This is an optimization exercise on Yosys and OpenROAD, whose aim is small area, a short achievable clock period and few clock cycles, not a production implementation.
Function was checked by simulation only, so behaviour that the tests miss may differ from the original.
Power figures rest on the tool's default switching activity, not on a simulated workload.

$ cat flow/config.mk
export PLATFORM = sky130hd
export DESIGN_NAME = iterated_three_point_smoothing_unit
export DESIGN_NICKNAME = iterated_three_point_smoothing_unit
export VERILOG_FILES = /design/flow/design.v
export SDC_FILE = /design/flow/constraint.sdc
export NUM_CORES = 4
export LEC_CHECK = 0
export CAP_MARGIN = 20
export CORE_MARGIN = 2
export CORE_UTILIZATION = 40
export PLACE_DENSITY = 0.6
export SLEW_MARGIN = 20
$ cat flow/constraint.sdc
create_clock -name core_clock -period 11.0 [get_ports {clock}]
set_input_delay 2.2000 -clock core_clock [delete_from_list [all_inputs] [get_ports {clock}]]
set_output_delay 2.2000 -clock core_clock [all_outputs]
set_load 0.01 [all_outputs]
$ cat flow/design.v
package itps_pkg;
   localparam int MAX_LEN_DEFAULT = 64;
   localparam int SAMPLE_W = 23;
   localparam int RSUM_W   = 29;
   localparam int SWEEP_W  = 10;
   localparam int NENG = 12;
   localparam logic [1:0] MODE_HOLD    = 2'd0;   
   localparam logic [1:0] MODE_FULL    = 2'd1;   
   localparam logic [1:0] MODE_PARTIAL = 2'd2;   
   localparam logic [1:0] MODE_DONE    = 2'd3;   
   localparam int IDX_W = 6;
   localparam int VID_W = 3;
   localparam logic [SWEEP_W-1:0] SWEEP_RESET = 10'd1;
endpackage
import itps_pkg::*;
module itps_ctrl #(
   parameter int NDLY = 4,          
   parameter int LAP  = 66          
) (
   input  logic                          clock,
   input  logic                          reset,
   input  logic                          req_valid,
   output logic                          req_stall,
   input  logic [itps_pkg::SAMPLE_W-1:0] req_sample,
   input  logic                          req_last_in,
   output logic                          rsp_valid,
   input  logic                          rsp_stall,
   output logic [itps_pkg::SAMPLE_W-1:0] rsp_value,
   output logic [itps_pkg::RSUM_W-1:0]   rsp_running_sum,
   output logic                          rsp_overflow,
   output logic                          rsp_last_out,
   input  logic                          csr_we,
   input  logic [itps_pkg::SWEEP_W-1:0]  csr_wdata,
   output logic [3:0]                    m,
   output logic                          e_v,
   output logic                          e_last,
   output logic [1:0]                    e_mode,
   output logic [itps_pkg::IDX_W-1:0]    e_idx,
   output logic [itps_pkg::VID_W-1:0]    e_vid,
   output logic [itps_pkg::SAMPLE_W-1:0] e_d,
   input  logic                          x_v,
   input  logic                          x_last,
   input  logic [1:0]                    x_mode,
   input  logic [itps_pkg::IDX_W-1:0]    x_idx,
   input  logic [itps_pkg::VID_W-1:0]    x_vid,
   input  logic [itps_pkg::SAMPLE_W-1:0] x_d
);
   localparam int TW  = 1 + 2 + IDX_W + VID_W;
   localparam int LPW = $clog2(LAP);
   logic [SWEEP_W-1:0] sweep_cfg;
   logic               loop_mode;      
   logic [3:0]         m_ff;
   logic                t_v   [NDLY+1];
   logic [TW-1:0]       t_tag [NDLY+1];
   logic [SAMPLE_W-1:0] t_d   [NDLY+1];
   assign t_v[0]   = x_v;
   assign t_tag[0] = {x_last, x_mode, x_idx, x_vid};
   assign t_d[0]   = x_d;
   for (genvar i = 1; i <= NDLY; i++) begin : g_dly
      always_ff @(posedge clock) begin
         if (reset) begin
            t_v[i] <= 1'b0;
         end else begin
            t_v[i] <= t_v[i-1];
         end
         t_tag[i] <= t_tag[i-1];
         t_d[i]   <= t_d[i-1];
      end
   end
   logic                tv, tlast;
   logic [1:0]          tmode;
   logic [IDX_W-1:0]    tidx;
   logic [VID_W-1:0]    tvid;
   logic [SAMPLE_W-1:0] td;
   assign tv = t_v[NDLY];
   assign {tlast, tmode, tidx, tvid} = t_tag[NDLY];
   assign td = t_d[NDLY];
   logic [6:0]         count;         
   logic               cur_ovf;       
   logic [VID_W-1:0]   load_vid;      
   logic [VID_W-1:0]   cur_vid;       
   logic [IDX_W-1:0]   e_cnt;         
   logic [7:0]         ovf_tab;       
   logic [SWEEP_W-1:0] rem;           
   logic [1:0]         lapmode;       
   logic [LPW-1:0]     tpos;          
   logic [RSUM_W-1:0]  rs_ff;
   logic               stall_ff;
   logic                r_v;
   logic [TW-1:0]       r_tag;
   logic [SAMPLE_W-1:0] r_d;
   logic                o_v, k_v;
   logic [SAMPLE_W-1:0] o_val, k_val;
   logic [RSUM_W-1:0]   o_sum, k_sum;
   logic                o_ovf, k_ovf;
   logic                o_last, k_last;
   logic cur_done, done, emit, lap_start;
   logic [1:0] new_lap, r_mode_in;
   logic [RSUM_W-1:0] rs_out;
   assign cur_done  = (cur_vid != load_vid);
   assign done      = tmode[1];
   assign emit      = tv && done && (tvid == cur_vid) && (tidx == e_cnt) && cur_done && !k_v;
   assign lap_start = tv && !done && (tidx == '0);
   always_comb begin
      if (load_vid == tvid)            new_lap = MODE_HOLD;       
      else if (rem > SWEEP_W'(NENG))   new_lap = MODE_FULL;
      else                             new_lap = MODE_PARTIAL;
   end
   always_comb begin
      if (done)           r_mode_in = MODE_DONE;
      else if (lap_start) r_mode_in = new_lap;
      else                r_mode_in = lapmode;
   end
   assign rs_out = rs_ff + RSUM_W'(td);
   logic accept, drop, store, complete_evt;
   logic [6:0] count_in;
   logic [VID_W-1:0] load_vid_in, cur_vid_in;
   logic [LPW-1:0] tpos_in;
   logic r_v_in;
   assign accept       = req_valid && !stall_ff;
   assign drop         = (count == 7'd64);
   assign store        = accept && !drop;
   assign complete_evt = accept && req_last_in;
   always_comb begin
      count_in = count;
      if (accept) begin
         if (req_last_in)  count_in = '0;
         else if (!drop)   count_in = count + 7'd1;
      end
   end
   assign load_vid_in = load_vid + VID_W'(complete_evt);
   assign cur_vid_in  = cur_vid + VID_W'(emit && tlast);
   assign r_v_in      = tv && !emit;
   assign tpos_in     = store ? '0 : ((tpos == LPW'(LAP - 1)) ? '0 : tpos + LPW'(1));
   function automatic logic stall_calc(input logic [6:0] cnt, input logic [VID_W-1:0] lvid,
                                       input logic [LPW-1:0] pos, input logic rv,
                                       input logic [VID_W-1:0] cvid, input logic lm);
      stall_calc = (cnt != 7'd64)
                && (rv
                    || ((cnt == 7'd0) && (lvid + VID_W'(1) == cvid))
                    || (lm && ((lvid != cvid) || ((cnt != 7'd0) && (pos != LPW'(0))))));
   endfunction
   logic [LPW-1:0] tpos_run;
   logic           stall_idle, stall_acc, stall_acc_last;
   assign tpos_run       = (tpos == LPW'(LAP - 1)) ? '0 : tpos + LPW'(1);
   assign stall_idle     = stall_calc(count, load_vid, tpos_run, r_v_in, cur_vid_in, loop_mode);
   assign stall_acc      = stall_calc(drop ? count : count + 7'd1, load_vid, drop ? tpos_run : LPW'(0),
                                    r_v_in, cur_vid_in, loop_mode);
   assign stall_acc_last = stall_calc(7'd0, load_vid + VID_W'(1), drop ? tpos_run : LPW'(0),
                                    r_v_in, cur_vid_in, loop_mode);
   always_ff @(posedge clock) begin
      if (reset) begin
         sweep_cfg <= SWEEP_RESET;
         loop_mode <= 1'b0;
         m_ff      <= 4'd1;
         count     <= '0;
         cur_ovf   <= 1'b0;
         load_vid  <= '0;
         cur_vid   <= '0;
         e_cnt     <= '0;
         rs_ff     <= '0;
         stall_ff  <= 1'b0;
         r_v       <= 1'b0;
         e_v       <= 1'b0;
      end else begin
         if (csr_we) begin
            sweep_cfg <= csr_wdata;
            loop_mode <= (csr_wdata > SWEEP_W'(NENG));
            m_ff      <= csr_wdata[3:0];
         end
         if (lap_start && (new_lap == MODE_PARTIAL)) begin
            m_ff <= rem[3:0];
         end
         count <= count_in;
         if (accept) begin
            cur_ovf <= req_last_in ? 1'b0 : (cur_ovf || drop);
         end
         load_vid <= load_vid_in;
         cur_vid  <= cur_vid_in;
         if (emit) begin
            e_cnt <= tlast ? '0 : e_cnt + IDX_W'(1);
            rs_ff <= tlast ? '0 : rs_out;
         end
         stall_ff <= !accept ? stall_idle : (req_last_in ? stall_acc_last : stall_acc);
         r_v <= r_v_in;
         e_v <= store || r_v;
      end
      if (complete_evt) ovf_tab[load_vid] <= cur_ovf || drop;
      tpos <= tpos_in;
      if (accept && (count == '0)) rem <= sweep_cfg;
      if (lap_start) begin
         lapmode <= new_lap;
         if (new_lap == MODE_FULL)         rem <= rem - SWEEP_W'(NENG);
         else if (new_lap == MODE_PARTIAL) rem <= '0;
      end
      r_d   <= td;
      r_tag <= {tlast, r_mode_in, tidx, tvid};
      if (store) begin
         e_d    <= req_sample;
         e_last <= req_last_in || (count == 7'd63);
         e_mode <= loop_mode ? MODE_HOLD : MODE_PARTIAL;
         e_idx  <= count[IDX_W-1:0];
         e_vid  <= load_vid;
      end else begin
         e_d <= r_d;
         {e_last, e_mode, e_idx, e_vid} <= r_tag;
      end
   end
   logic o_load, e_ovf;
   assign o_load = !o_v || !rsp_stall;
   assign e_ovf  = ovf_tab[cur_vid];
   always_ff @(posedge clock) begin
      if (reset) begin
         o_v <= 1'b0;
         k_v <= 1'b0;
      end else if (o_load) begin
         o_v <= k_v || emit;
         k_v <= k_v && emit;
      end else begin
         k_v <= k_v || emit;
      end
      if (o_load) begin
         if (k_v) begin
            o_val  <= k_val;
            o_sum  <= k_sum;
            o_ovf  <= k_ovf;
            o_last <= k_last;
         end else begin
            o_val  <= td;
            o_sum  <= rs_out;
            o_ovf  <= e_ovf;
            o_last <= tlast;
         end
      end
      if (emit && (k_v || !o_load)) begin
         k_val  <= td;
         k_sum  <= rs_out;
         k_ovf  <= e_ovf;
         k_last <= tlast;
      end
   end
   assign req_stall       = stall_ff;
   assign m               = m_ff;
   assign rsp_valid       = o_v;
   assign rsp_value       = o_val;
   assign rsp_running_sum = o_sum;
   assign rsp_overflow    = o_ovf;
   assign rsp_last_out    = o_last;
endmodule
import itps_pkg::*;
module itps_dp #(
   parameter int ENG_IDX = 1,      
   parameter int NSTG    = 4       
) (
   input  logic                          clock,
   input  logic                          reset,
   input  logic [3:0]                    m,           
   input  logic                          in_v,
   input  logic                          in_last,
   input  logic [1:0]                    in_mode,
   input  logic [itps_pkg::IDX_W-1:0]    in_idx,
   input  logic [itps_pkg::VID_W-1:0]    in_vid,
   input  logic [itps_pkg::SAMPLE_W-1:0] in_d,
   output logic                          out_v,
   output logic                          out_last,
   output logic [1:0]                    out_mode,
   output logic [itps_pkg::IDX_W-1:0]    out_idx,
   output logic [itps_pkg::VID_W-1:0]    out_vid,
   output logic [itps_pkg::SAMPLE_W-1:0] out_d
);
   localparam int VW  = SAMPLE_W + 2;     
   localparam int NCH = NSTG - 1;         
   localparam int TW  = 1 + 2 + IDX_W + VID_W;
   logic                b_v, b_last, b_first;
   logic [1:0]          b_mode;
   logic [IDX_W-1:0]    b_idx;
   logic [VID_W-1:0]    b_vid;
   logic [SAMPLE_W-1:0] b_d;
   logic [SAMPLE_W:0]   ps;
   logic                in_act, b_act, hold, fire, pass_b, pass_in, take, sweep;
   logic [SAMPLE_W:0]   sum_bi;
   logic [VW-1:0]       sum_pi;
   logic [VW-1:0]       val;
   logic                div3;
   assign in_act  = in_v && (in_mode[0] ^ in_mode[1]);
   assign b_act   = b_v && (b_mode[0] ^ b_mode[1]);
   assign hold    = b_act;
   assign fire    = hold && (in_act || (b_last && !in_v));
   assign pass_in = hold && in_v && !in_act;
   assign pass_b  = !hold && b_v;
   assign take    = !hold || in_act || fire;
   assign sweep   = (b_mode == MODE_FULL) || ((b_mode == MODE_PARTIAL) && (4'(ENG_IDX) <= m));
   logic [SAMPLE_W+1:0] sum_bi2;
   assign sum_bi2 = {1'b0, b_d, 1'b1} + {1'b0, in_d, 1'b1};
   assign sum_bi  = sum_bi2[SAMPLE_W+1:1];
   assign sum_pi = VW'(ps) + VW'(in_d);
   always_comb begin
      div3 = 1'b0;
      if (pass_in) begin
         val = VW'(in_d);
      end else if (!fire || !sweep || (b_first && b_last)) begin
         val = VW'(b_d);
      end else if (b_first) begin
         val = VW'(sum_bi[SAMPLE_W:1]);
      end else if (b_last) begin
         val = VW'(ps[SAMPLE_W:1]);
      end else begin
         val  = sum_pi;
         div3 = 1'b1;
      end
   end
   always_ff @(posedge clock) begin
      if (reset) begin
         b_v <= 1'b0;
      end else if (take) begin
         b_v <= in_v && !pass_in;
      end
      if (take) begin
         b_d     <= in_d;
         ps      <= sum_bi;
         b_first <= !hold || b_last;
         b_last  <= in_last;
         b_mode  <= in_mode;
         b_idx   <= in_idx;
         b_vid   <= in_vid;
      end
   end
   logic          s_v    [NSTG];
   logic [TW-1:0] s_tag  [NSTG];
   logic          s_div3 [NSTG];
   logic [1:0]    s_r    [NSTG];
   logic [VW-1:0] s_val  [NSTG];
   always_ff @(posedge clock) begin
      if (reset) begin
         s_v[0] <= 1'b0;
      end else begin
         s_v[0] <= fire || pass_in || pass_b;
      end
      s_tag[0]  <= pass_in ? {in_last, in_mode, in_idx, in_vid} : {b_last, b_mode, b_idx, b_vid};
      s_div3[0] <= div3;
      s_r[0]    <= 2'd0;
      s_val[0]  <= val;
   end
   for (genvar s = 1; s < NSTG; s++) begin : g_stage
      localparam int HI = VW - 1 - ((s - 1) * VW) / NCH;
      localparam int LO = VW - (s * VW) / NCH;
      logic [1:0]    r;
      logic [VW-1:0] v;
      always_comb begin
         r = s_r[s-1];
         v = s_val[s-1];
         for (int i = HI; i >= LO; i--) begin
            if (s_div3[s-1]) begin
               case ({r, v[i]})
                  3'b000:  begin r = 2'd0; v[i] = 1'b0; end
                  3'b001:  begin r = 2'd1; v[i] = 1'b0; end
                  3'b010:  begin r = 2'd2; v[i] = 1'b0; end
                  3'b011:  begin r = 2'd0; v[i] = 1'b1; end
                  3'b100:  begin r = 2'd1; v[i] = 1'b1; end
                  default: begin r = 2'd2; v[i] = 1'b1; end
               endcase
            end
         end
      end
      always_ff @(posedge clock) begin
         if (reset) begin
            s_v[s] <= 1'b0;
         end else begin
            s_v[s] <= s_v[s-1];
         end
         s_tag[s]  <= s_tag[s-1];
         s_div3[s] <= s_div3[s-1];
         s_r[s]    <= r;
         s_val[s]  <= v;
      end
   end
   assign out_v = s_v[NSTG-1];
   assign {out_last, out_mode, out_idx, out_vid} = s_tag[NSTG-1];
   assign out_d = s_val[NSTG-1][SAMPLE_W-1:0];
endmodule
import itps_pkg::*;
module iterated_three_point_smoothing_unit #(
   parameter int MAX_LEN = itps_pkg::MAX_LEN_DEFAULT
) (
   input  logic                          clock,
   input  logic                          reset,
   input  logic                          req_valid,
   output logic                          req_stall,
   input  logic [itps_pkg::SAMPLE_W-1:0] req_sample,
   input  logic                          req_last_in,
   output logic                          rsp_valid,
   input  logic                          rsp_stall,
   output logic [itps_pkg::SAMPLE_W-1:0] rsp_value,
   output logic [itps_pkg::RSUM_W-1:0]   rsp_running_sum,
   output logic                          rsp_overflow,
   output logic                          rsp_last_out,
   input  logic                          csr_we,
   input  logic [itps_pkg::SWEEP_W-1:0]  csr_wdata
);
   localparam int NSTG = 4;
   localparam int NDLY = 4;
   logic [3:0]          m;
   logic                c_v    [NENG+1];
   logic                c_last [NENG+1];
   logic [1:0]          c_mode [NENG+1];
   logic [IDX_W-1:0]    c_idx  [NENG+1];
   logic [VID_W-1:0]    c_vid  [NENG+1];
   logic [SAMPLE_W-1:0] c_d    [NENG+1];
   itps_ctrl #(
      .NDLY (NDLY),
      .LAP  (2 + NENG * (NSTG + 1) + NDLY)
   ) u_ctrl (
      .clock           (clock),
      .reset           (reset),
      .req_valid       (req_valid),
      .req_stall       (req_stall),
      .req_sample      (req_sample),
      .req_last_in     (req_last_in),
      .rsp_valid       (rsp_valid),
      .rsp_stall       (rsp_stall),
      .rsp_value       (rsp_value),
      .rsp_running_sum (rsp_running_sum),
      .rsp_overflow    (rsp_overflow),
      .rsp_last_out    (rsp_last_out),
      .csr_we          (csr_we),
      .csr_wdata       (csr_wdata),
      .m               (m),
      .e_v             (c_v[0]),
      .e_last          (c_last[0]),
      .e_mode          (c_mode[0]),
      .e_idx           (c_idx[0]),
      .e_vid           (c_vid[0]),
      .e_d             (c_d[0]),
      .x_v             (c_v[NENG]),
      .x_last          (c_last[NENG]),
      .x_mode          (c_mode[NENG]),
      .x_idx           (c_idx[NENG]),
      .x_vid           (c_vid[NENG]),
      .x_d             (c_d[NENG])
   );
   for (genvar k = 0; k < NENG; k++) begin : g_eng
      itps_dp #(
         .ENG_IDX (k + 1),
         .NSTG    (NSTG)
      ) u_eng (
         .clock    (clock),
         .reset    (reset),
         .m        (m),
         .in_v     (c_v[k]),
         .in_last  (c_last[k]),
         .in_mode  (c_mode[k]),
         .in_idx   (c_idx[k]),
         .in_vid   (c_vid[k]),
         .in_d     (c_d[k]),
         .out_v    (c_v[k+1]),
         .out_last (c_last[k+1]),
         .out_mode (c_mode[k+1]),
         .out_idx  (c_idx[k+1]),
         .out_vid  (c_vid[k+1]),
         .out_d    (c_d[k+1])
      );
   end
endmodule
$ cat flow/run.sh
#!/bin/bash
# synth_recipe.tcl (not shown) runs the flow's synth.tcl, then flattens the netlist and writes it again
# the make line also repeats each setting of config.mk as NAME=value (left out here)
make -C /OpenROAD-flow-scripts/flow DESIGN_CONFIG=/design/flow/config.mk WORK_HOME=/design/flow/orfs CLKGATE_MAP_FILE= SYNTH_SCRIPT=/design/flow/synth_recipe.tcl finish
==> results of run 1 <==
-- routing by layer --
layer | global-route usage [%] | routed length [µm] | up-vias
met2 | 27.8 | 136000 | 1878
met4 | 4.72 | 7280 | 4
met1 | 24.6 | 149000 | 46700
met5 | 0 | 28 | -
met3 | 1.86 | 11800 | 453
li1 | - | - | 50200
-- cells by family (layout without fill, tap and decap cells) --
kind of cell / count (synthesis) / after routing
simple gates: 4241 / 4241
fa+ha+maj: 639 / 639
mux: 200 / 200
buf+inv: 1141 / 1268
flops: 2978 / 2978
compound gates: 4082 / 4082
xor+xnor: 592 / 592
other cells: 0 / 5
-- path summary, 6_finish.rpt --
check / from / to / slack [ns] / cells past startpoint
max: u_ctrl.stall_ff / req_stall / 6.82 / 1
min: g_eng[3].u_eng.s_tag[2][10] / g_eng[3].u_eng.s_tag[3][10] / 0.27 / 0
max reg2reg: u_ctrl.load_vid[0] / u_ctrl.stall_ff / 7.02 / 14
min reg2reg: g_eng[3].u_eng.s_tag[2][10] / g_eng[3].u_eng.s_tag[3][10] / 0.27 / 0
-- state kept, by name, summed over array words and instances (netlist names), 24 cells and up --
register and count:
u_ctrl.k_sum 29, g_eng.u_eng.b_d 276, g_eng.u_eng.s_tag 572, u_ctrl.t_tag 44
g_eng.u_eng.b_vid 36, g_eng.u_eng.s_v 48, u_ctrl.o_sum 29, u_ctrl.rs_ff 29
g_eng.u_eng.s_r 48, u_ctrl.t_d 92, g_eng.u_eng.s_div3 36, g_eng.u_eng.ps 288
g_eng.u_eng.s_val 1128, g_eng.u_eng.b_mode 24, g_eng.u_eng.b_idx 72
-- cells in the final DEF (no fill, tap or decap), drive strengths merged, types with 72 or more instances in the layout --
master            n
buf             109
ha              614
a22o            131
nand3b           74
or3             112
nand2b          246
clkdlybuf4s50    93
nand3           291
a21oi          1016
mux2             81
o2111ai          74
clkbuf          433
nand2          1623
o211ai          170
nor2            901
and2             72
a211oi          194
edfxtp          838
o21a            134
and3             95
o21ai          1079
clkinv          105
mux2i           116
inv             501
nor2b           197
xor2            233
o31ai            94
dfxtp          2140
a31oi           152
a21o            234
nor3            289
xnor2           359
-- cell type report --
class	instances	area, µm²
multi-input cells	9754	62400
inverters	478	1790
clock buffers	433	9230
flip-flops and latches	2978	68000
diodes	5	12.5
well taps	4407	5510
clock inverters	155	1680
repair buffers	202	1760
fillers	31700	185000
-- power by group --
group / internal [mW] / switching [mW]
Combinational: 2.36 / 3.01
Clock: 6.41 / 4.53
Sequential: 12.6 / 0.951
-- metrics by stage --
| step | hold slack [ns] | utilization [%] | worst slack [ns] | area (µm²) | power (mW) |
|---|---|---|---|---|---|
| after floorplan | 0.310 | - | 4.67 | 135000 | 17.8 |
| after global placement | 0.310 | 41.5 | 6.61 | 139000 | 19.0 |
| after detailed placement | 0.312 | 41.5 | 6.57 | 139000 | 19.0 |
| after CTS | 0.270 | 44.8 | 6.75 | 150000 | 30.2 |
| after global routing | 0.270 | 44.8 | 6.69 | 150000 | 31.5 |
| final | 0.273 | 44.8 | 6.82 | 150000 | 29.9 |
==> results.py, run 1 <==
metrics = {
    "detailed_routing": {
        "ant_nets": 0,
        "drc": 0,
        "wire_per_inst_um": 16.5,
        "drtIter0Drc": 6969,
        "wl_um": 305000,
        "drtPass1Iterations": 6,
        "vias": 99200,
        "via_per_inst": 5.39,
    },
    "clocking": {
        "cts_htree_levels": 5,
        "post_cts_buffers": 0,
        "cts_sinks": 2978,
        "cts_resized": 0,
        "clock-root-buffer": "clkbuf_16",
        "clk_pin_slew_ns": 0.06,
        "cts_buffer_depth": 4,
        "cts-hold-fix-buffers": 0,
        "cts_tree": "yes",
        "insertion_delay_ns": 0.92,
        "cts-buffers-inserted": 319,
    },
    "power_and_ir_drop": {
        "leakagePower_nw": 61.1,
        "ir_drop_v": 0.000140,
        "p_per_area_nw_per_um2": 199,
    },
    "sta": {
        "tns_ns": 0,
        "hold_viol_final": 0,
        "fin_crit_ns": 4.18,
        "layout_worst_path_cycle_share_pct": 38.0,
        "setup_viol": 0,
        "maxSlewHeadroom_pct": 30.5,
        "rsz0062_at_grt": "false",
        "fin_skew_ns": 0.0721,
        "fmax_ghz": 0.239,
        "max_slew.worst_pin.slew_ns": 1.03,
        "maxSlewViolCount": 0,
    },
    "floorplan": {
        "die_height_um": 584,
        "die_x_um": 584,
        "core_area_um2": 336000,
        "start_util_pct": 40.1,
        "dieArea_um2": 341000,
        "io_pins": 95,
        "row_count": 213,
    },
    "setup_path": {
        "endpoint_kind": "primary output",
        "required_ns": 8.80,
        "crit_family": "buffers and inverters",
        "cp-start-kind": "flip-flop",
        "crit_type": "reg2out",
        "cp_slowest_cell": "clkdlybuf4s50_1",
        "cp_cell_sequence": "clkdlybuf4s50_1",
        "arrival_ns": 1.98,
        "critPathBufInv": 1,
        "cpPeakStageDelay_ns": 0.70,
        "crit_fanout": 3,
    },
    "logic_synthesis": {
        "synth_top_family_by_area": "compound AO/OA/AOI/OAI gates",
        "synthTopCellsByCount": "2140 x dfxtp_1, 1621 x nand2_1, 1057 x o21ai_0",
        "synth-edff-count": 838,
        "synth_area_leaders": "dfxtp_1 32%, edfxtp_1 19%, ha_1 5.7%",
        "synthArstFlopShare_pct": 0,
        "yosys.area.top_type": "dfxtp_1",
        "synth-xor-area-share_pct": 3.86,
        "yosysMostFrequentCell": "dfxtp_1",
        "synthesis.area_um2": 135000,
        "yosysWarnings": 83,
        "synth_cell_types": 123,
        "synth_adder_area_share_pct": 6.08,
        "syn_area_per_cell_um2": 9.71,
        "synthMuxAreaShare_pct": 1.59,
        "ys_seq_elements": 2978,
        "synthFlopType": "dfxtp_1",
        "synth_nets": 14600,
        "ys_seq_area_share_pct": 50.5,
        "syn_inst": 13900,
        "synth_top_area_share_pct": 31.8,
        "synth-compound-area-share_pct": 19.8,
        "yosys.area_share.simple_pct": 14.9,
    },
    "global_routing": {
        "grt_pass1_wl_um": 495000,
        "grt_max_degree": 61,
        "grt_usage_pct": 17.3,
        "grt_overflow": 0,
        "grt_pass1_vias": 92800,
        "antenna_found_initial": 5,
    },
    "status": {
        "status": "no timing/DRC/antenna violations",
    },
    "finish": {
        "layout-drive-gt1-share_pct": 6.18,
        "nets": 14400,
        "area.growth.synth_to_final_pct": 11.7,
        "layout.cells.non_filler": 18400,
    },
    "worst_hold_path": {
        "min_path_type": "reg2reg",
    },
    "place": {
        "dp_hpwl_um": 211000,
        "numPortBuffers": 94,
        "dp.cells": 17800,
        "gp_congestion": 0.853,
    },
    "flow_run": {
        "cap_viol_max_count": 0,
    },
}
Testbench counts, summed over its fixed seeds: cycles 5,891.
==> run 2: changes to the inputs <==
==> flow/flow/run.sh (new file) <==
#!/bin/bash
# Standard layout, with timing repair after clock-tree synthesis and global routing
# aimed below the clock period (the constraints themselves are unchanged).
set -euo pipefail
bash standard.sh SETUP_SLACK_MARGIN=7.4 finish > flow_orfs.log 2>&1
==> flow/standard.sh (new file) <==
#!/bin/bash
# synth_recipe.tcl (not shown) runs the flow's synth.tcl, then flattens the netlist and writes it again
# the make line also repeats each setting of config.mk as NAME=value (left out here)
make -C /OpenROAD-flow-scripts/flow DESIGN_CONFIG=/design/flow/config.mk WORK_HOME=/design/flow/orfs CLKGATE_MAP_FILE= SYNTH_SCRIPT=/design/flow/synth_recipe.tcl "${@:-finish}"
--- a/flow/config.mk
+++ b/flow/config.mk
@@ -8,5 +8,7 @@
 export CAP_MARGIN = 20
 export CORE_MARGIN = 2
 export CORE_UTILIZATION = 40
+export CTS_CLUSTER_DIAMETER = 80
+export CTS_CLUSTER_SIZE = 25
 export PLACE_DENSITY = 0.6
 export SLEW_MARGIN = 20
removed: flow/run.sh
==> run 2 against run 1 <==
  * Register-to-register slack improved by 0.45 ns
  * Count of clock-buffer cells in the layout is 195 lower
  * Design area shrank 3.2%
  * Routed wire length decreased by 1.2%
  * Core utilization shrank 1.4 points
  * First-iteration DRC count increased by 0.14%
  * Non-clock buffer count is 14 higher
  * Clock skew shrank 0.0054 ns
  * Die area is the same
  * Maximum frequency grew 12%
  * Combinational power rose by 0.7%
  * Via count decreased by 1.2%
  * Critical path type unchanged
  * Critical endpoint is now rsp_running_sum[23]
  * Largest cell class unchanged
  * Highest routed layer unchanged
==> results.py, run 2 <==
metrics = {
    "sta": {
        "maxSlewViolCount": 0,
        "setup_viol": 0,
        "setup_ws_ns": 7.26,
        "fin_skew_ns": 0.0668,
        "layout_worst_path_cycle_share_pct": 34.0,
        "max_slew.worst_pin.slew_ns": 1.14,
        "fin_crit_ns": 3.74,
        "maxSlewHeadroom_pct": 23.6,
        "hold_viol_final": 0,
        "rsz0062_at_grt": "true",
        "tns_ns": 0,
        "fmax_ghz": 0.267,
    },
    "detailed_routing": {
        "drtPass1Iterations": 8,
        "wire_per_inst_um": 16.6,
        "vias": 98000,
        "wl_um": 301000,
        "ant_nets": 0,
        "drc": 0,
        "via_per_inst": 5.40,
        "drtIter0Drc": 6979,
    },
    "finish": {
        "num-fill-cells": 32100,
        "final_cell_mix": "2127 x dfxtp_1, 1608 x nand2_1, 1043 x o21ai_0",
        "regMostFlops": "g_eng.u_eng.s_val",
        "nets": 14300,
        "largestRegisters": "g_eng.u_eng.s_val x1128, g_eng.u_eng.s_tag x572, g_eng.u_eng.ps x288",
        "area.growth.synth_to_final_pct": 8.09,
        "layout.cells.non_filler": 18100,
        "layout_commonest_cell": "dfxtp_1",
        "largest_reg_flops": 1128,
        "layout-drive-gt1-share_pct": 5.53,
    },
    "logic_synthesis": {
        "synth_top_area_share_pct": 31.8,
        "synth-compound-area-share_pct": 19.8,
        "syn_inst": 13900,
        "synth_top_family_by_area": "compound AO/OA/AOI/OAI gates",
        "synthFlopType": "dfxtp_1",
        "ys_seq_elements": 2978,
        "yosys.area_share.simple_pct": 14.9,
        "yosysMostFrequentCell": "dfxtp_1",
        "synth_adder_area_share_pct": 6.08,
        "syn_area_per_cell_um2": 9.71,
        "synth_cell_types": 123,
        "synthArstFlopShare_pct": 0,
        "synth-edff-count": 838,
        "synthesis.area_um2": 135000,
        "ys_seq_area_share_pct": 50.5,
        "synth_area_leaders": "dfxtp_1 32%, edfxtp_1 19%, ha_1 5.7%",
        "yosysWarnings": 83,
        "yosys.area.top_type": "dfxtp_1",
        "synthMuxAreaShare_pct": 1.59,
        "synthTopCellsByCount": "2140 x dfxtp_1, 1621 x nand2_1, 1057 x o21ai_0",
        "synth_nets": 14600,
        "synth-xor-area-share_pct": 3.86,
    },
    "setup_path": {
        "reg2reg_slack_ns": 7.47,
        "arrival_ns": 1.54,
        "cp_slowest_cell": "edfxtp_1",
        "required_ns": 8.80,
        "cp-start-kind": "flip-flop",
        "r2r_cells": 11,
        "worstReg2RegStart": "g_eng[8].u_eng.s_val[3][5]",
        "crit_fanout": 1,
        "endpoint_kind": "primary output",
        "crit_type": "reg2out",
        "reg2reg_to": "g_eng[9].u_eng.s_val[0][18]",
        "critPathBufInv": 1,
        "crit_family": "flip-flops",
        "cp_cell_sequence": "buf_2",
        "startpoint": "u_ctrl.o_sum[23]",
        "cpPeakStageDelay_ns": 0.47,
    },
    "global_routing": {
        "grt_overflow": 0,
        "grt_pass1_wl_um": 489000,
        "grt_usage_pct": 17.1,
        "grt_pass1_vias": 91400,
        "grt_max_degree": 67,
        "antenna_found_initial": 2,
    },
    "floorplan": {
        "core_area_um2": 336000,
        "start_util_pct": 40.1,
        "die_x_um": 584,
        "io_pins": 95,
        "dieArea_um2": 341000,
        "die_height_um": 584,
        "row_count": 213,
    },
    "place": {
        "gp_congestion": 0.862,
        "dp.cells": 17800,
        "numPortBuffers": 94,
        "dp_hpwl_um": 210000,
        "pre_cts_ws_ns": 6.31,
    },
    "flow_run": {
        "cap_viol_max_count": 0,
    },
    "power_and_ir_drop": {
        "ir_drop_v": 0.000130,
        "leakagePower_nw": 58.8,
        "p_per_area_nw_per_um2": 179,
    },
    "clocking": {
        "clk_pin_slew_ns": 0.10,
        "clock-root-buffer": "clkbuf_16",
        "cts_tree": "yes",
        "cts-buffers-inserted": 169,
        "cts_htree_levels": 4,
        "cts-hold-fix-buffers": 0,
        "insertion_delay_ns": 0.88,
        "cts_sinks": 2978,
        "cts_buffer_depth": 4,
    },
    "worst_hold_path": {
        "min_to": "g_eng[9].u_eng.s_val[1][16]",
        "min-delay-start": "g_eng[9].u_eng.s_val[0][16]",
        "min_path_type": "reg2reg",
        "hold_path_depth": 0,
    },
    "status": {
        "status": "no timing/DRC/antenna violations",
    },
}
run 2: cells by family (layout without fill, tap and decap cells):
kind of cell,count (synthesis),after routing
simple gates,4241,4241
compound gates,4082,4082
flops,2978,2978
buf+inv,1141,1004
fa+ha+maj,639,639
xor+xnor,592,592
mux,200,200
other cells,0,1
run 2: power by group:
part	leakage [nW]	switching, mW	internal (mW)
Clock	2.79	3.88	3.30
Sequential	27.3	0.956	12.6
Combinational	28.7	3.04	2.38
Total	58.8	7.87	18.2
run 2: worst max path at each step:
stage | to | slack [ns] | cells past startpoint
after global routing | rsp_running_sum[23] | 7.20 | 1
final | rsp_running_sum[23] | 7.26 | 1
after global placement | u_ctrl.e_d[3] | 6.28 | 6
after CTS | rsp_valid | 7.18 | 1
after detailed placement | u_ctrl.e_d[4] | 6.31 | 6
after floorplan | u_ctrl.k_last | 7.29 | 2
run 2: cell type report:
cell class	count	area [µm²]	share of cell area (%)
sequential	2978	68000	46.7
clock buffer	238	4790	3.29
multi-input combinational	9754	62800	43.1
clock inverter	72	997	0.685
antenna	1	2.50	0.00172
timing repair buffer	216	1610	1.11
tap	4407	5510	3.79
inverter	478	1790	1.23
run 2: stage by stage:
step / utilization, % / cell area [µm²] / hold WS, ns / power [mW]
after global routing: 43.3 / 146000 / 0.275 / 27.7
after CTS: 43.2 / 145000 / 0.275 / 26.3
after global placement: 41.5 / 139000 / 0.310 / 19.0
after floorplan: - / 135000 / 0.310 / 17.8
final: 43.3 / 146000 / 0.282 / 26.1
after detailed placement: 41.5 / 139000 / 0.312 / 19.0
run 2: metal layers:
metal  part of all wire [%]  vias to the layer above  global-route usage [%]  wire length [µm]
met5                 0.0043                        -                       0                13
met4                    2.1                        2                    3.95              6270
met3                    3.7                      336                    1.65             11200
met2                     44                     1689                    27.4            134000
met1                     50                    46100                    24.7            150000
li1                       -                    49800                       -                 -
run 2: what timing repair did:
| action | in CTS | in global routing |
|---|---|---|
| resized for setup | 246 | 87 |
| buffers inserted | 2 | 16 |
| pin swaps | 3 | 30 |
| endpoints found under the setup margin | 106 | 174 |
==> run 3: changes to the inputs <==
--- a/flow/config.mk
+++ b/flow/config.mk
@@ -5,6 +5,7 @@
 export SDC_FILE = /design/flow/constraint.sdc
 export NUM_CORES = 4
 export LEC_CHECK = 0
+export ABC_AREA = 1
 export CAP_MARGIN = 20
 export CORE_MARGIN = 2
 export CORE_UTILIZATION = 40
==> run 3 against run 2 <==
  * Critical path type unchanged
  * Maximum frequency grew 2.7%
  * Die area shrank 5.2%
  * Still clean
  * Synthesized cell count grew 4.8%
  * Sequential share of layout area grew 2.5 points
  * Highest routed layer is now met4
==> results.py, run 3 <==
metrics = {
    "finish": {
        "layout_commonest_cell": "nand2_1",
        "layout.cells.non_filler": 18800,
        "post-route-util_pct": 43.5,
        "layout-drive-gt1-share_pct": 4.48,
        "area.growth.synth_to_final_pct": 8.26,
        "final_cell_mix": "3308 x nand2_1, 2133 x dfxtp_1, 1278 x o21ai_0",
        "largestRegisters": "g_eng.u_eng.s_val x1128, g_eng.u_eng.s_tag x572, g_eng.u_eng.ps x288",
        "largest_reg_flops": 1128,
        "regMostFlops": "g_eng.u_eng.s_val",
        "num-fill-cells": 30900,
        "nets": 15200,
    },
    "global_routing": {
        "grt_max_degree": 75,
        "grt_pass1_vias": 88600,
        "grt_pass1_wl_um": 493000,
        "grt_usage_pct": 18.9,
        "grt_overflow": 0,
        "antenna_found_initial": 16,
    },
    "clocking": {
        "cts_buffer_depth": 4,
        "cts-buffers-inserted": 163,
        "insertion_delay_ns": 0.88,
        "cts_tree": "yes",
        "clock-root-buffer": "clkbuf_16",
        "cts_htree_levels": 4,
        "cts_sinks": 2978,
        "cts-hold-fix-buffers": 0,
        "clk_pin_slew_ns": 0.10,
    },
    "floorplan": {
        "core_area_um2": 318000,
        "row_count": 207,
        "dieArea_um2": 324000,
        "start_util_pct": 40.2,
        "die_x_um": 569,
        "io_pins": 95,
        "die_height_um": 569,
    },
    "setup_path": {
        "cp_cell_sequence": "buf_2",
        "crit_type": "reg2out",
        "crit_cells": 1,
        "cp-start-kind": "flip-flop",
        "worstReg2RegStart": "u_ctrl.m_ff[3]",
        "crit_fanout": 1,
        "endpoint_kind": "primary output",
        "required_ns": 8.80,
        "r2r_cells": 10,
        "critPathBufInv": 1,
        "arrival_ns": 1.44,
        "crit_family": "flip-flops",
        "cp_slowest_cell": "edfxtp_1",
        "reg2reg_to": "g_eng[3].u_eng.s_val[0][17]",
        "cpPeakStageDelay_ns": 0.40,
        "reg2reg_slack_ns": 7.60,
    },
    "logic_synthesis": {
        "synthTopCellsByCount": "3321 x nand2_1, 2140 x dfxtp_1, 1282 x o21ai_0",
        "syn_inst": 14500,
        "synth_area_leaders": "dfxtp_1 34%, edfxtp_1 20%, nand2_1 9.8%",
        "synthFlopType": "dfxtp_1",
        "synth_nets": 15200,
        "synth_top_area_share_pct": 33.6,
        "yosysWarnings": 83,
        "yosys.area.top_type": "dfxtp_1",
        "synthArstFlopShare_pct": 0,
        "synth-edff-count": 838,
        "syn_area_per_cell_um2": 8.78,
        "ys_seq_area_share_pct": 53.3,
        "ys_seq_elements": 2978,
        "synth_cell_types": 70,
        "yosysMostFrequentCell": "nand2_1",
        "synthesis.area_um2": 128000,
    },
    "place": {
        "pre_cts_ws_ns": 6.33,
        "dp_hpwl_um": 231000,
        "gp_congestion": 0.896,
        "numPortBuffers": 94,
        "dp.cells": 18500,
    },
    "detailed_routing": {
        "drc": 0,
        "ant_nets": 0,
        "via_per_inst": 5.05,
        "drtIter0Drc": 7393,
        "vias": 94900,
        "drtPass1Iterations": 6,
        "wire_per_inst_um": 16.7,
        "wl_um": 314000,
    },
    "sta": {
        "layout_worst_path_cycle_share_pct": 33.1,
        "hold_viol_final": 0,
        "maxSlewHeadroom_pct": 29.0,
        "setup_viol": 0,
        "rsz0062_at_grt": "true",
        "fin_skew_ns": 0.0586,
        "tns_ns": 0,
        "setup_ws_ns": 7.36,
        "max_slew.worst_pin.slew_ns": 1.06,
        "maxSlewViolCount": 0,
        "fmax_ghz": 0.274,
        "fin_crit_ns": 3.64,
    },
    "status": {
        "status": "no timing/DRC/antenna violations",
    },
    "worst_hold_path": {
        "min-delay-start": "g_eng[6].u_eng.s_tag[1][0]",
        "hold_path_depth": 0,
        "min_to": "g_eng[6].u_eng.s_tag[2][0]",
        "min_path_type": "reg2reg",
    },
    "power_and_ir_drop": {
        "ir_drop_v": 0.000175,
        "p_per_area_nw_per_um2": 175,
        "leakagePower_nw": 59.7,
    },
    "flow_run": {
        "cap_viol_max_count": 0,
    },
}
## run 3: power breakdown
group / switching, mW / leakage, nW / internal, mW / total, mW
Sequential: 0.763 / 27.3 / 12.4 / 13.2
Combinational: 2.65 / 29.9 / 1.52 / 4.16
Clock: 3.71 / 2.55 / 3.09 / 6.80
## run 3: metal layers
| metal | global-route usage (%) | vias up | share of wire (%) |
|---|---|---|---|
| met3 | 1.86 | 320 | 4.6 |
| met5 | 0 | - | 0 |
| li1 | - | 48900 | - |
| met4 | 4.38 | 0 | 2.3 |
| met1 | 26.8 | 43800 | 48 |
| met2 | 30.8 | 1881 | 45 |
## run 3: logic make-up (layout without fill, tap and decap cells)
group           count (synthesis)  after routing  share of synthesized area, %
other cells                     0              5                             0
buf+inv                      1648           1743                          4.99
simple gates                 5584           5584                          18.1
xor+xnor                      468            468                          3.21
flops                        2978           2978                          53.3
compound gates               3219           3219                          14.0
fa+ha+maj                     639            639                          6.41
## run 3: repair_timing
action                     4_1_cts  5_1_grt
buffers inserted                 2        1
cloned                           0        3
setup endpoints to repair       84      150
resized for setup              257       29
## run 3: how the worst max path moves through the flow
stage                        start                           to  slack (ns)
floorplan                rsp_stall                u_ctrl.k_last        7.32
global placement         req_valid                u_ctrl.rem[1]        6.33
detailed placement       req_valid                u_ctrl.rem[1]        6.33
CTS                  u_ctrl.o_last                 rsp_last_out        7.27
global route        u_ctrl.m_ff[3]  g_eng[3].u_eng.s_val[0][17]        7.29
finish               u_ctrl.o_last                 rsp_last_out        7.36
## run 3: layout make-up
cell class / instances / area (µm²) / share of cell area (%)
multi-input combinational: 9910 / 53500 / 38.7
inverter: 1287 / 4860 / 3.52
timing repair inverter: 3 / 15.0 / 0.0109
timing repair buffer: 166 / 1320 / 0.957
tap: 4180 / 5230 / 3.79
sequential: 2978 / 68000 / 49.2
clock inverter: 46 / 569 / 0.412
antenna: 5 / 12.5 / 0.00906
clock buffer: 241 / 4680 / 3.39
## run 3: stage by stage
step / instance area [µm²] / power [mW] / hold slack, ns
final: 138000 / 24.2 / 0.294
after detailed placement: 133000 / 17.5 / 0.312
after global routing: 138000 / 25.5 / 0.310
after CTS: 138000 / 24.3 / 0.289
after global placement: 133000 / 17.5 / 0.310
after floorplan: 128000 / 16.3 / 0.310
==> run 4: changes to the inputs <==
--- a/flow/design.v
+++ b/flow/design.v
@@ -398,7 +398,7 @@
    input  logic [itps_pkg::SWEEP_W-1:0]  csr_wdata
 );
    localparam int NSTG = 4;
-   localparam int NDLY = 4;
+   localparam int NDLY = 3;
    logic [3:0]          m;
    logic                c_v    [NENG+1];
    logic                c_last [NENG+1];
==> run 4 against run 3 <==
  * Still clean on timing, DRC and antenna
  * Worst hold slack better by 0.00050 ns
  * Clock power is 0.7% lower
  * Global-route usage about the same
  * First-iteration DRC count rose by 3.7%
  * Final cell count shrank 0.30%
  * Sequential share of layout area fell by 0.17 points
  * Synthesized cell count down 0.30%
  * Total power fell by 0.45%
  * Die area is 0.61% lower
  * Clock skew up 0.022 ns
  * Critical endpoint is now rsp_value[19]
==> results.py, run 4 <==
metrics = {
    "logic_synthesis": {
        "synthFlopType": "dfxtp_1",
        "synth_area_leaders": "dfxtp_1 33%, edfxtp_1 20%, nand2_1 9.9%",
        "synthArstFlopShare_pct": 0,
        "synth_nets": 15200,
        "yosys.area.top_type": "dfxtp_1",
        "ys_seq_area_share_pct": 53.1,
        "synthesis.area_um2": 127000,
        "yosysWarnings": 83,
        "syn_inst": 14500,
        "synthTopCellsByCount": "3337 x nand2_1, 2105 x dfxtp_1, 1348 x o21ai_0",
        "syn_area_per_cell_um2": 8.75,
        "synth-edff-count": 838,
        "synth_top_area_share_pct": 33.2,
        "ys_seq_elements": 2943,
        "synth_cell_types": 64,
        "yosysMostFrequentCell": "nand2_1",
    },
    "floorplan": {
        "core_area_um2": 315000,
        "io_pins": 95,
        "die_x_um": 567,
        "start_util_pct": 40.2,
        "dieArea_um2": 322000,
        "die_height_um": 567,
        "row_count": 206,
    },
    "place": {
        "dp_hpwl_um": 229000,
        "numPortBuffers": 94,
        "placed_area_um2": 132000,
        "gp_congestion": 0.908,
    },
    "finish": {
        "regMostFlops": "g_eng.u_eng.s_val",
        "layout_commonest_cell": "nand2_1",
        "layout-drive-gt1-share_pct": 4.48,
        "area.growth.synth_to_final_pct": 8.19,
        "nets": 15200,
        "final_cell_mix": "3324 x nand2_1, 2098 x dfxtp_1, 1346 x o21ai_0",
        "post-route-util_pct": 43.5,
        "largest_reg_flops": 1128,
        "design_area_um2": 137000,
        "largestRegisters": "g_eng.u_eng.s_val x1128, g_eng.u_eng.s_tag x572, g_eng.u_eng.ps x288",
    },
    "clocking": {
        "cts_sinks": 2943,
        "clk_pin_slew_ns": 0.10,
        "clock-root-buffer": "clkbuf_16",
        "cts_tree": "yes",
        "insertion_delay_ns": 0.90,
        "cts_buffer_depth": 4,
        "cts-hold-fix-buffers": 0,
        "cts_htree_levels": 4,
        "cts-buffers-inserted": 163,
    },
    "global_routing": {
        "grt_usage_pct": 18.9,
        "grt-busiest-layer": "met2",
        "use_met1_pct": 26.9,
        "grt_pass1_vias": 88800,
        "grtUsageMet3_pct": 1.91,
        "grt_max_degree": 75,
        "grt_pass1_wl_um": 493000,
        "grtUsageMet2_pct": 30.7,
        "antenna_found_initial": 10,
        "grt_overflow": 0,
    },
    "detailed_routing": {
        "wl_um": 313000,
        "drtIter0Drc": 7670,
        "via_per_inst": 5.07,
        "drtPass1Iterations": 6,
        "drc": 0,
        "ant_nets": 0,
        "wire_per_inst_um": 16.7,
        "vias": 95200,
    },
    "setup_path": {
        "cp_cell_sequence": "buf_2",
        "crit_cells": 1,
        "critPathCapture": "rsp_value[19]",
        "cpPeakStageDelay_ns": 0.38,
        "crit_fanout": 1,
        "crit_family": "flip-flops",
        "r2r_cells": 12,
        "worstReg2RegStart": "u_ctrl.m_ff[1]",
        "reg2reg_to": "g_eng[8].u_eng.s_val[0][0]",
        "required_ns": 8.80,
        "critPathBufInv": 1,
        "reg2reg_slack_ns": 7.56,
        "startpoint": "u_ctrl.o_val[19]",
        "arrival_ns": 1.42,
        "cp_slowest_cell": "edfxtp_1",
        "endpoint_kind": "primary output",
        "cp-start-kind": "flip-flop",
        "crit_type": "reg2out",
    },
    "flow_run": {
        "cap_viol_max_count": 0,
    },
    "sta": {
        "setup_viol": 0,
        "tns_ns": 0,
        "maxSlewHeadroom_pct": 25.5,
        "maxSlewViolCount": 0,
        "fin_skew_ns": 0.0807,
        "hold_viol_final": 0,
        "rsz0062_at_grt": "true",
        "max_slew.worst_pin.slew_ns": 1.12,
        "fin_crit_ns": 3.62,
        "layout_worst_path_cycle_share_pct": 32.9,
        "fmax_ghz": 0.276,
    },
    "power_and_ir_drop": {
        "leakagePower_nw": 59.2,
        "ir_drop_v": 0.000149,
        "finalPower_mw": 24.0,
        "p_per_area_nw_per_um2": 175,
    },
    "worst_hold_path": {
        "min_path_type": "reg2reg",
    },
    "status": {
        "status": "no timing/DRC/antenna violations",
    },
}
## run 4: cell types whose count changed after synthesis, moves of 14 or more
cell      delta
nor2_1      -51
o21a_1      +15
a21boi_0    -14
o211ai_1    -20
nand4_1     -18
nand3_1     +44
dfxtp_1     -35
nor3_1      -20
a21oi_1     -31
o21ai_0     +66
inv_2       +14
o22ai_1     -17
nand2_1     +16
## run 4: how the worst min path moves through the flow
stage	to	startpoint	cells after the start
finish	g_eng[2].u_eng.s_val[3][11]	g_eng[2].u_eng.s_val[2][11]	0
global route	u_ctrl.t_d[1][21]	g_eng[11].u_eng.s_val[3][21]	0
CTS	u_ctrl.t_d[1][21]	g_eng[11].u_eng.s_val[3][21]	0
detailed placement	g_eng[10].u_eng.s_val[2][3]	g_eng[10].u_eng.s_val[1][3]	0
global placement	g_eng[9].u_eng.s_tag[3][3]	g_eng[9].u_eng.s_tag[2][3]	0
floorplan	g_eng[0].u_eng.s_tag[1][0]	g_eng[0].u_eng.s_tag[0][0]	0
## run 4: report_power, final
group | internal, mW | switching [mW] | total (mW)
Sequential | 12.3 | 0.767 | 13.1
Combinational | 1.54 | 2.68 | 4.22
Clock | 3.06 | 3.69 | 6.75
Total | 16.9 | 7.14 | 24.0
## run 4: cell families (layout without fill, tap and decap cells)
group                      after synthesis  count (layout)  share of synthesized area [%]
AOI/OAI and AO/OA                     3212            3212                           14.0
buffers and inverters                 1638            1742                           4.93
DFF                                   2943            2943                           53.1
and+or+nand+nor                       5579            5579                           18.2
adders and majority gates              639             639                           6.45
muxes                                    1               1                        0.00789
other                                    0               2                              0
xor gates and xnor gates               481             481                           3.33
## run 4: metrics by stage
step / hold WS [ns] / setup WS, ns / instances
after floorplan: 0.310 / 7.32 / 14500
after global placement: 0.310 / 6.72 / 18500
after detailed placement: 0.312 / 6.70 / 18500
after CTS: 0.286 / 7.30 / 18800
after global routing: 0.289 / 7.26 / 18800
final: 0.294 / 7.38 / 18800
## run 4: cell type report
type                       instances  area (µm²)
antenna                            2        5.00
clock inverter                    53         616
fill                           30700      178000
clock buffer                     236        4570
sequential                      2943       67300
inverter                        1287        4840
tap                             4160        5200
timing repair buffer             166        1220
multi-input combinational       9912       53500
## run 4: per-layer routing
| layer | up-vias | part of all wire (%) |
|---|---|---|
| met5 | - | 0 |
| met4 | 0 | 2.3 |
| met3 | 360 | 4.5 |
| met2 | 1981 | 45 |
| met1 | 44100 | 48 |
| li1 | 48700 | - |
## run 4: repair_timing
action,in CTS,in global routing
hold endpoints to repair,0,0
setup buffers,0,0
pin swaps,0,1
gates resized for setup,229,17
endpoints found under the setup margin,59,93
## run 4: worst register-to-register path, delay by kind of cell (launching register included)
family | cells | cell delay (ns)
flops | 1 | 0.49
buf+inv | 3 | 0.62
compound gates | 5 | 0.90
simple gates | 4 | 1.26
Testbench counts of run 4, summed over its fixed seeds: cycles 5,867.
==> run 5: changes to the inputs <==
--- a/flow/design.v
+++ b/flow/design.v
@@ -398,7 +398,7 @@
    input  logic [itps_pkg::SWEEP_W-1:0]  csr_wdata
 );
    localparam int NSTG = 4;
-   localparam int NDLY = 3;
+   localparam int NDLY = 4;
    logic [3:0]          m;
    logic                c_v    [NENG+1];
    logic                c_last [NENG+1];
--- a/flow/config.mk
+++ b/flow/config.mk
@@ -8,8 +8,8 @@
 export ABC_AREA = 1
 export CAP_MARGIN = 20
 export CORE_MARGIN = 2
-export CORE_UTILIZATION = 40
+export CORE_UTILIZATION = 55
 export CTS_CLUSTER_DIAMETER = 80
 export CTS_CLUSTER_SIZE = 25
-export PLACE_DENSITY = 0.6
+export PLACE_DENSITY = 0.7
 export SLEW_MARGIN = 20
==> run 5 against run 4 <==
  * Still clean
  * Design area fell by 0.38%
  * Via count up 1.1%
  * Routed wire length fell by 2.2%
  * Combinational power fell by 1%
  * Count of clock-buffer cells in the layout fell by 8
  * Total power hardly changed
  * Non-clock buffer count increased by 2
  * Worst setup slack lost 0.0056 ns
  * Global-route usage is 6.5 points higher
  * Area after synthesis increased by 0.62%
  * Maximum frequency decreased by 0.15%
  * Highest routed layer is now met5
==> results.py, run 5 <==
metrics = {
    "clocking": {
        "clock-root-buffer": "clkbuf_16",
        "cts-buffers-inserted": 154,
        "insertion_delay_ns": 0.85,
        "clk_pin_slew_ns": 0.10,
        "cts_buffer_depth": 3,
        "cts_sinks": 2978,
        "cts-hold-fix-buffers": 0,
        "cts_htree_levels": 4,
        "cts_tree": "yes",
    },
    "logic_synthesis": {
        "synthTopCellsByCount": "3321 x nand2_1, 2140 x dfxtp_1, 1282 x o21ai_0",
        "ys_seq_area_share_pct": 53.3,
        "syn_inst": 14500,
        "synth_nets": 15200,
        "synth_top_area_share_pct": 33.6,
        "ys_seq_elements": 2978,
        "yosys.area_share.simple_pct": 18.1,
        "synthArstFlopShare_pct": 0,
        "yosysMostFrequentCell": "nand2_1",
        "synthesis.area_um2": 128000,
        "synth-edff-count": 838,
        "syn_area_per_cell_um2": 8.78,
        "synth_top_family_by_area": "simple AND/OR/NAND/NOR gates",
        "synthFlopType": "dfxtp_1",
        "yosys.area.top_type": "dfxtp_1",
        "synth_area_leaders": "dfxtp_1 34%, edfxtp_1 20%, nand2_1 9.8%",
        "synthMuxAreaShare_pct": 0,
        "synth-compound-area-share_pct": 14.0,
        "synth_cell_types": 70,
        "synth-xor-area-share_pct": 3.21,
        "yosysWarnings": 83,
        "synth_adder_area_share_pct": 6.41,
    },
    "setup_path": {
        "arrival_ns": 1.43,
        "required_ns": 8.80,
        "crit_type": "reg2out",
        "cpPeakStageDelay_ns": 0.42,
        "critPathBufInv": 1,
        "cp-start-kind": "flip-flop",
        "crit_family": "flip-flops",
        "cp_cell_sequence": "buf_6",
        "endpoint_kind": "primary output",
        "crit_fanout": 1,
        "cp_slowest_cell": "edfxtp_1",
    },
    "power_and_ir_drop": {
        "p_per_area_nw_per_um2": 176,
        "leakagePower_nw": 59.7,
        "ir_drop_v": 0.000162,
    },
    "finish": {
        "area.growth.synth_to_final_pct": 7.11,
        "design_area_um2": 137000,
        "regMostFlops": "g_eng.u_eng.s_val",
        "largest_reg_flops": 1128,
        "layout-drive-gt1-share_pct": 4.44,
        "nets": 15200,
        "final_cell_mix": "3308 x nand2_1, 2131 x dfxtp_1, 1278 x o21ai_0",
        "layout_commonest_cell": "nand2_1",
        "largestRegisters": "g_eng.u_eng.s_val x1128, g_eng.u_eng.s_tag x572, g_eng.u_eng.ps x288",
    },
    "sta": {
        "maxSlewHeadroom_pct": 30.4,
        "fin_crit_ns": 3.63,
        "maxSlewViolCount": 0,
        "tns_ns": 0,
        "fin_skew_ns": 0.0585,
        "fmax_ghz": 0.276,
        "rsz0062_at_grt": "true",
        "hold_viol_final": 0,
        "max_slew.worst_pin.slew_ns": 1.04,
        "setup_viol": 0,
        "layout_worst_path_cycle_share_pct": 33.0,
    },
    "global_routing": {
        "antenna_found_initial": 8,
        "grt_usage_pct": 25.3,
        "grt_pass1_vias": 89400,
        "grt_max_degree": 64,
        "grt_overflow": 0,
        "grt_pass1_wl_um": 482000,
    },
    "detailed_routing": {
        "wl_um": 306000,
        "wire_per_inst_um": 17.3,
        "drtIter0Drc": 7417,
        "ant_nets": 0,
        "drtPass1Iterations": 7,
        "vias": 96200,
        "via_per_inst": 5.45,
        "drc": 0,
    },
    "worst_hold_path": {
        "min_path_type": "reg2reg",
    },
    "floorplan": {
        "row_count": 176,
        "start_util_pct": 55.4,
        "io_pins": 95,
        "die_x_um": 486,
        "core_area_um2": 230000,
        "die_height_um": 486,
        "dieArea_um2": 236000,
    },
    "place": {
        "numPortBuffers": 94,
        "gp_congestion": 0.937,
        "placed_area_um2": 132000,
        "dp_hpwl_um": 226000,
    },
    "status": {
        "status": "no timing/DRC/antenna violations",
    },
    "flow_run": {
        "cap_viol_max_count": 0,
    },
}
## run 5: area by class of cell
type                    count  area, µm²
inverters                1287       4860
fillers                 20100      93600
multi-input cells        9910      53500
clock buffers             228       4250
repair inverters            5       27.5
well taps                3026       3790
repair buffers            168       1340
clock inverters            59        965
diodes                      8       20.0
flip-flops and latches   2978      68000
## run 5: what timing repair did
item | CTS | global route
gates cloned | 2 | 3
pin swaps | 0 | 1
resized for setup | 256 | 21
endpoints found under the setup margin | 98 | 151
buffers inserted | 0 | 1
## run 5: path summary, 6_finish.rpt
| kind | slack (ns) | depth (start not counted) | end | from |
|---|---|---|---|---|
| worst max-delay path | 7.37 | 1 | rsp_running_sum[25] | u_ctrl.o_sum[25] |
| worst min-delay path | 0.29 | 0 | g_eng[5].u_eng.s_val[1][16] | g_eng[5].u_eng.s_val[0][16] |
| worst max register to register | 7.48 | 19 | u_ctrl.stall_ff | u_ctrl.e_cnt[4] |
| worst min register to register | 0.29 | 0 | g_eng[5].u_eng.s_val[1][16] | g_eng[5].u_eng.s_val[0][16] |
## run 5: cell families (layout without fill, tap and decap cells)
logic type / Yosys count / in the layout
DFF: 2978 / 2978
xor gates and xnor gates: 468 / 468
buffers and inverters: 1648 / 1747
AOI/OAI and AO/OA: 3219 / 3219
other: 0 / 8
and+or+nand+nor: 5584 / 5584
adders and majority gates: 639 / 639
## run 5: report_power, final
| part | switching [mW] | internal, mW | total (mW) |
|---|---|---|---|
| sequential | 0.757 | 12.4 | 13.2 |
| clock | 3.70 | 3.01 | 6.71 |
| combinational | 2.64 | 1.52 | 4.16 |
| total | 7.10 | 17.0 | 24.1 |
## run 5: per-layer routing
layer	part of all wire [%]	vias up	global-route usage, %
met5	0.011	-	0
li1	-	48900	-
met2	47	2413	42.9
met1	45	44500	33.9
met3	5.0	423	2.79
met4	3.3	6	8.23
## run 5: stage by stage
stage / worst slack, ns / std cells / total power [mW] / utilization (%) / hold WS (ns)
finish: 7.37 / 17700 / 24.1 / 59.4 / 0.293
CTS: 7.31 / 17700 / 24.2 / 59.3 / 0.288
detailed placement: 6.51 / 17400 / 17.5 / 57.1 / 0.312
global placement: 6.33 / 17400 / 17.4 / 57.1 / 0.310
global route: 7.21 / 17700 / 25.3 / 59.4 / 0.284
floorplan: 7.32 / 14500 / 16.3 / - / 0.310
Testbench counts of run 5, summed over its fixed seeds: cycles 5,891.
==> run 6: changes to the inputs <==
--- a/flow/design.v
+++ b/flow/design.v
@@ -398,7 +398,7 @@
    input  logic [itps_pkg::SWEEP_W-1:0]  csr_wdata
 );
    localparam int NSTG = 4;
-   localparam int NDLY = 4;
+   localparam int NDLY = 3;
    logic [3:0]          m;
    logic                c_v    [NENG+1];
    logic                c_last [NENG+1];
==> flow/run.sh (new file) <==
#!/bin/bash
# synth_recipe.tcl (not shown) runs the flow's synth.tcl, then flattens the netlist and writes it again
# the make line also repeats each setting of config.mk as NAME=value (left out here)
make -C /OpenROAD-flow-scripts/flow DESIGN_CONFIG=/design/flow/config.mk WORK_HOME=/design/flow/orfs CLKGATE_MAP_FILE= SYNTH_SCRIPT=/design/flow/synth_recipe.tcl finish
--- a/flow/config.mk
+++ b/flow/config.mk
@@ -8,8 +8,9 @@
 export ABC_AREA = 1
 export CAP_MARGIN = 20
 export CORE_MARGIN = 2
-export CORE_UTILIZATION = 55
+export CORE_UTILIZATION = 40
 export CTS_CLUSTER_DIAMETER = 80
 export CTS_CLUSTER_SIZE = 25
-export PLACE_DENSITY = 0.7
+export PLACE_DENSITY = 0.6
+export SETUP_SLACK_MARGIN = 5
 export SLEW_MARGIN = 20
removed: flow/flow/run.sh
removed: flow/standard.sh
==> run 6 against run 5 <==
  * Sequential power about the same
  * Critical endpoint is now req_stall
  * Area after synthesis is 0.61% lower
  * Core utilization decreased by 16 points
  * Largest power group unchanged
==> results.py, run 6 <==
metrics = {
    "status": {
        "status": "no timing/DRC/antenna violations",
    },
    "setup_path": {
        "critPathBufInv": 1,
        "cp_cell_sequence": "clkdlybuf4s50_1",
        "cpPeakStageDelay_ns": 0.56,
        "crit_type": "reg2out",
        "cp-start-kind": "flip-flop",
        "required_ns": 8.80,
        "endpoint_kind": "primary output",
        "crit_fanout": 2,
        "reg2reg_slack_ns": 7.28,
        "crit_cells": 1,
        "worstReg2RegStart": "u_ctrl.m_ff[2]",
        "cp_slowest_cell": "clkdlybuf4s50_1",
        "crit_family": "buffers and inverters",
        "r2r_cells": 12,
        "reg2reg_to": "g_eng[9].u_eng.s_val[0][13]",
        "arrival_ns": 1.84,
    },
    "power_and_ir_drop": {
        "finalPower_mw": 24.1,
        "p_per_area_nw_per_um2": 175,
        "ir_drop_v": 0.000148,
        "sequentialPowerShare_pct": 54.2,
        "p_int_mw": 17.0,
        "p_comb_share_pct": 17.6,
        "p_sw_mw": 7.17,
        "p_clk_share_pct": 28.2,
        "switching_share_pct": 29.7,
        "leakagePower_nw": 59.2,
    },
    "clocking": {
        "cts-hold-fix-buffers": 0,
        "clk_pin_slew_ns": 0.10,
        "cts_htree_levels": 4,
        "post_cts_buffers": 0,
        "cts_resized": 0,
        "cts_buffer_depth": 4,
        "clock-root-buffer": "clkbuf_16",
        "cts_tree": "yes",
        "cts_sinks": 2943,
        "insertion_delay_ns": 0.88,
        "cts-buffers-inserted": 163,
    },
    "logic_synthesis": {
        "yosys.area.top_type": "dfxtp_1",
        "synth-xor-area-share_pct": 3.33,
        "synthFlopType": "dfxtp_1",
        "yosysMostFrequentCell": "nand2_1",
        "synth-edff-count": 838,
        "synth_area_leaders": "dfxtp_1 33%, edfxtp_1 20%, nand2_1 9.9%",
        "synthMuxAreaShare_pct": 0.00789,
        "synth_top_area_share_pct": 33.2,
        "syn_inst": 14500,
        "synthArstFlopShare_pct": 0,
        "synthesis.area_um2": 127000,
        "synth_adder_area_share_pct": 6.45,
        "synth-compound-area-share_pct": 14.0,
        "synth_top_family_by_area": "simple AND/OR/NAND/NOR gates",
        "syn_area_per_cell_um2": 8.75,
        "synth_cell_types": 64,
        "yosys.area_share.simple_pct": 18.2,
        "yosysWarnings": 83,
        "synth_nets": 15200,
        "ys_seq_area_share_pct": 53.1,
        "synthTopCellsByCount": "3337 x nand2_1, 2105 x dfxtp_1, 1348 x o21ai_0",
        "ys_seq_elements": 2943,
    },
    "place": {
        "dp_hpwl_um": 230000,
        "dp.cells": 18500,
        "numPortBuffers": 94,
        "placed_area_um2": 132000,
        "gp_congestion": 0.908,
    },
    "sta": {
        "max_slew.worst_pin.slew_ns": 1.19,
        "fin_skew_ns": 0.0883,
        "hold_viol_final": 0,
        "layout_worst_path_cycle_share_pct": 36.8,
        "fmax_ghz": 0.247,
        "maxSlewHeadroom_pct": 20.0,
        "fin_crit_ns": 4.04,
        "hold-worst-slack_ns": 0.300,
        "maxSlewViolCount": 0,
        "setup_viol": 0,
        "tns_ns": 0,
        "rsz0062_at_grt": "false",
    },
    "worst_hold_path": {
        "hold_path_depth": 0,
        "min-delay-start": "g_eng[0].u_eng.s_val[0][10]",
        "min_path_type": "reg2reg",
        "min_to": "g_eng[0].u_eng.s_val[1][10]",
    },
    "global_routing": {
        "grt_max_degree": 61,
        "grt_usage_pct": 19.0,
        "antenna_found_initial": 14,
        "grt_pass1_vias": 89200,
        "grt_pass1_wl_um": 493000,
        "grt_overflow": 0,
    },
    "finish": {
        "layout-drive-gt1-share_pct": 4.04,
        "layout_commonest_cell": "nand2_1",
        "final_cell_mix": "3324 x nand2_1, 2104 x dfxtp_1, 1347 x o21ai_0",
        "nets": 15200,
        "largestRegisters": "g_eng.u_eng.s_val x1128, g_eng.u_eng.s_tag x572, g_eng.u_eng.ps x288",
        "area.growth.synth_to_final_pct": 8.48,
        "largest_reg_flops": 1128,
        "design_area_um2": 138000,
        "regMostFlops": "g_eng.u_eng.s_val",
        "layout.cells.non_filler": 18800,
    },
    "detailed_routing": {
        "ant_nets": 0,
        "wl_um": 314000,
        "vias": 95100,
        "drtPass1Iterations": 6,
        "drc": 0,
        "via_per_inst": 5.07,
        "wire_per_inst_um": 16.7,
        "drtIter0Drc": 7200,
    },
    "floorplan": {
        "start_util_pct": 40.2,
        "die_x_um": 567,
        "die_height_um": 567,
        "core_area_um2": 315000,
        "row_count": 206,
        "dieArea_um2": 322000,
        "io_pins": 95,
    },
    "flow_run": {
        "cap_viol_max_count": 0,
    },
}
-- run 6: cell types whose count changed after synthesis, sizes merged, moves of 17 or more --
cell,delta
nand4,-17
o22ai,-17
o211ai,-19
dfxtp,-35
o21ai,+56
nor2,-48
a21oi,-31
nand2,+24
nor3,-17
nand3,+49
-- run 6: worst max path at each step --
stage / from / slack, ns / endpoint
after floorplan: rsp_stall / 5.29 / u_ctrl.k_last
after global placement: req_valid / 6.27 / u_ctrl.e_idx[1]
after detailed placement: req_valid / 6.48 / u_ctrl.load_vid[2]
after global routing: u_ctrl.stall_ff / 6.87 / req_stall
final: u_ctrl.stall_ff / 6.96 / req_stall
after CTS: u_ctrl.stall_ff / 6.86 / req_stall
-- run 6: cell type report --
class                   instances  area (µm²)
fillers                     30700      178000
well taps                    4160        5200
clock inverters                52         636
diodes                          6        15.0
repair buffers                172        1550
multi-input cells            9912       53400
inverters                    1287        4830
flip-flops and latches       2943       67300
clock buffers                 238        4620
-- run 6: power by group through the flow --
stage	Sequential (mW)	Combinational, mW	Clock [mW]
floorplan	13.0	3.25	0
global placement	13.3	4.15	0
detailed placement	13.3	4.17	0
CTS	13.1	4.20	7.01
global route	13.2	4.83	7.38
finish	13.1	4.25	6.80
-- run 6: per-stage QoR --
| stage | setup slack [ns] | utilization [%] |
|---|---|---|
| 2_1_floorplan | 5.29 | - |
| 3_3_place_gp | 6.27 | 42.0 |
| 3_5_place_dp | 6.48 | 42.0 |
| 4_1_cts | 6.86 | 43.6 |
| 5_1_grt | 6.87 | 43.6 |
| 6_report | 6.96 | 43.7 |
-- run 6: logic make-up (layout without fill, tap and decap cells) --
| logic type | count (synthesis) | in the layout |
|---|---|---|
| other | 0 | 6 |
| AOI/OAI and AO/OA | 3212 | 3212 |
| xor gates and xnor gates | 481 | 481 |
| buffers and inverters | 1638 | 1749 |
| DFF | 2943 | 2943 |
| muxes | 1 | 1 |
| and+or+nand+nor | 5579 | 5579 |
| adders and majority gates | 639 | 639 |
-- run 6: metal layers --
layer | vias to the layer above | global-route usage [%] | part of all wire [%]
li1 | 48800 | - | -
met4 | 6 | 5.51 | 3.0
met1 | 43900 | 26.5 | 47
met2 | 1978 | 30.5 | 45
met3 | 441 | 2.59 | 5.2
met5 | - | 0 | 0.013
Testbench counts of run 6, summed over its fixed seeds: cycles 5,867.

[static timing again, ports no longer ideal]
The results above use ideal ports. As a check the final layouts listed here were re-extracted and re-timed, cells and wires unchanged. Step 1: set_driving_cell puts a clkbuf_16 on clock and a buf_2 on each other input, an assumption about the parent block. Step 2 times the ports against the registers' clock, not the clock port: input delays grow and output delays shrink by t, the midpoint of the rising clock arrivals with the driver on. Three values: ideal, step 1, step 2; two values: the first two.
run | t (ns) | setup WS [ns] | worst setup path after step 2 | worst register clock-pin slew, ns | worst slew at a driven data input, ns
run 1 | 0.989 | 6.816 / 6.714 / 6.475 | input to register | 0.07 / 0.07 | 0.17
run 2 | 0.952 | 7.258 / 7.158 / 6.606 | input to register | 0.10 / 0.10 | 0.13
run 3 | 0.944 | 7.356 / 7.265 / 6.610 | input to register | 0.11 / 0.11 | 0.11
run 4 | 0.961 | 7.377 / 7.276 / 6.689 | input to register | 0.11 / 0.11 | 0.07
run 5 | 0.921 | 7.371 / 7.274 / 6.731 | input to register | 0.10 / 0.10 | 0.13
run 6 | 0.938 | 6.955 / 6.856 / 6.478 | input to register | 0.11 / 0.11 | 0.12
After both steps setup and hold are still met in every run listed. The setup slack of run 3, which loses most, moves by -0.091 ns with the drivers and by -0.746 ns with both steps.
